From an optimization exercise on the open Yosys and OpenROAD flow, aimed at small area, a short achievable clock period and few clock cycles per item; shortcuts taken in it are not production practice.
RTL that was checked went through simulation tests only; none was proved equivalent to the original.
Power figures rest on the tool's default switching activity, not on a simulated workload.

## multichannel_to_mono_pcm16_unit
module multichannel_to_mono_pcm16_unit (
    input  wire         i_clk,
    input  wire         i_rst_n,
    input  wire         i_cfg_we,
    input  wire [0:0]   i_cfg_index,
    input  wire [3:0]   i_cfg_data,
    input  wire         i_in_valid,
    output logic        o_in_ready,
    input  wire  [31:0] i_sample_bits,
    input  wire         i_silent,
    input  wire         i_packet_last,
    output logic        o_out_valid,
    input  wire         i_out_ready,
    output logic signed [15:0] o_mono_sample,
    output logic        o_packet_end
);
    logic       r_int;       
    logic       r_bad;       
    logic [2:0] r_nm1;       
    logic       r_ready;
    logic [2:0] r_pos;
    logic       r_fsil;
    logic       r_fpend;
    logic [1:0] r_count;     
    logic       accept;
    logic [2:0] pos_n;
    logic [2:0] nm1_n;
    logic       last;
    logic       commit;
    logic       xfer;
    assign accept = i_rst_n && i_in_valid && r_ready;
    assign last   = (r_pos == r_nm1);
    assign commit = accept && last;
  ...
export LEC_CHECK = 0
export CAP_MARGIN = 20
export CORE_MARGIN = 2
export CORE_UTILIZATION = 60
export CTS_BUF_LIST = sky130_fd_sc_hd__clkbuf_4 sky130_fd_sc_hd__clkbuf_8
export SLEW_MARGIN = 20
create_clock -name core_clock -period 10.0 [get_ports {i_clk}]
standard.sh (not shown) runs the stock make flow with config.mk's settings and CLKGATE_MAP_FILE= SYNTH_SCRIPT=/design/flow/synth_recipe.tcl, a recipe that flattens the netlist after the stock synthesis.
==> flow/flow/run.sh <==
#!/bin/bash
# The standard layout, with the port buffers made of buf_2 cells instead of the default
# delay buffer: every input and output port still gets its own buffer.
set -euo pipefail
bash standard.sh finish "BUFFER_PORTS_ARGS=-buffer_cell sky130_fd_sc_hd__buf_2" > standard_flow.log 2>&1
Testbench counts at the start, summed over its fixed seeds: cycles 14,010, frames 3,072.
Next try:
--- a/flow/design.v
+++ b/flow/design.v
@@ -105,41 +105,27 @@
     logic       commit;
     logic       xfer;
     assign accept = i_rst_n && i_in_valid && r_ready;
     assign last   = (r_pos == r_nm1);
     assign commit = accept && last;
     assign xfer   = i_rst_n && o_out_valid && i_out_ready;
     logic [7:0]  e;
     logic        f_big;
-    logic        f_hi;
-    logic        f_lo;
-    logic [23:0] f_sig;
-    logic [30:0] f_s1;
-    logic [24:0] f_low;
+    logic        f_inr;
+    logic [4:0]  f_sh;
+    logic [30:0] f_shv;
     logic [31:0] f_mag;
     logic [31:0] i_val;
     assign e     = i_sample_bits[30:23];
-    assign f_sig = {1'b1, i_sample_bits[22:0]};
-    assign f_s1  = {7'd0, f_sig} << e[2:0];
-    always_comb begin
-        case (e[4:3])
-            2'd0:    f_low = 25'(f_s1 >> 30);
-            2'd1:    f_low = 25'(f_s1 >> 22);
-            2'd2:    f_low = 25'(f_s1 >> 14);
-            default: f_low = 25'(f_s1 >> 6);
-        endcase
-    end
-    assign f_big = e[7] && ((e[6:3] != 4'd0) || (e[2] && e[1])) &&
-                   !((e == 8'hFF) && (i_sample_bits[22:0] != 23'd0));
-    assign f_hi  = e[7] && (e[6:3] == 4'd0) && !(e[2] && e[1]);
-    assign f_lo  = (e[7:5] == 3'b011) && !((e[4:3] == 2'b00) && (e[2:0] != 3'd7));
-    assign f_mag = f_big ? 32'h8000_0000 :
-                   f_hi  ? {1'b0, f_s1[28:0], 2'b00} :
-                   f_lo  ? {7'd0, f_low} : 32'd0;
+    assign f_big = (e >= 8'd134) && !((e == 8'hFF) && (i_sample_bits[22:0] != 23'd0));
+    assign f_inr = (e >= 8'd103) && (e <= 8'd133);
+    assign f_sh  = 5'd5 - e[4:0];                        
+    assign f_shv = {1'b1, i_sample_bits[22:0], 7'b0} >> f_sh;
+    assign f_mag = f_big ? 32'h8000_0000 : (f_inr ? {1'b0, f_shv} : 32'd0);
     assign i_val = {{7{i_sample_bits[15]}}, i_sample_bits[15:0], 9'b0};
     logic [31:0] v_op;
     logic        v_inv;
     logic        v_ext;
     logic        v_last;
     logic        v_zero;
     logic        v_pend;
     always_ff @(posedge i_clk) begin
Outcome: The new run ran to the end with no violations; via count rose by 4.9%; clock skew hardly moves; final area came out higher by 1.8%; clock power goes down by about 3%; routed wire length grows by 4.7%; flip-flop and latch count stays the same; critical path depth grows by 3; utilization came out higher by 0.74 points; die area is higher by 1.5%.
Only the layout flow was run in the second run of this note; the RTL was not checked for function there.

-- afterwards: timing with drivers on the ports --
The results above use ideal ports. As a check the final layouts listed here were re-extracted and re-timed, cells and wires unchanged.
Step 1 assumes that a clkbuf_16 drives the clock port and a buf_2 every other input.
Step 2, shift: input delay + t, output delay - t, t = (earliest + latest rising clock arrival at the registers) / 2. This alone moves slack from input paths to output paths.
a / b / c = ideal ports / drivers / drivers and shift; a / b = the first two.
run | shift t [ns] | setup WS [ns] | worst setup path after step 2 | worst register clock-pin slew, ns | pins driven straight from the clock port
the first run | 0.489 | 5.339 / 5.339 / 5.154 | input to register | 0.10 / 0.10 | 1
the second run | 0.516 | 5.120 / 5.120 / 4.624 | input to register | 0.10 / 0.10 | 1
After both steps every run listed still meets setup and hold. The setup slack of the second run, which loses most, moves by 0.000 ns with the drivers and by -0.496 ns with both steps.
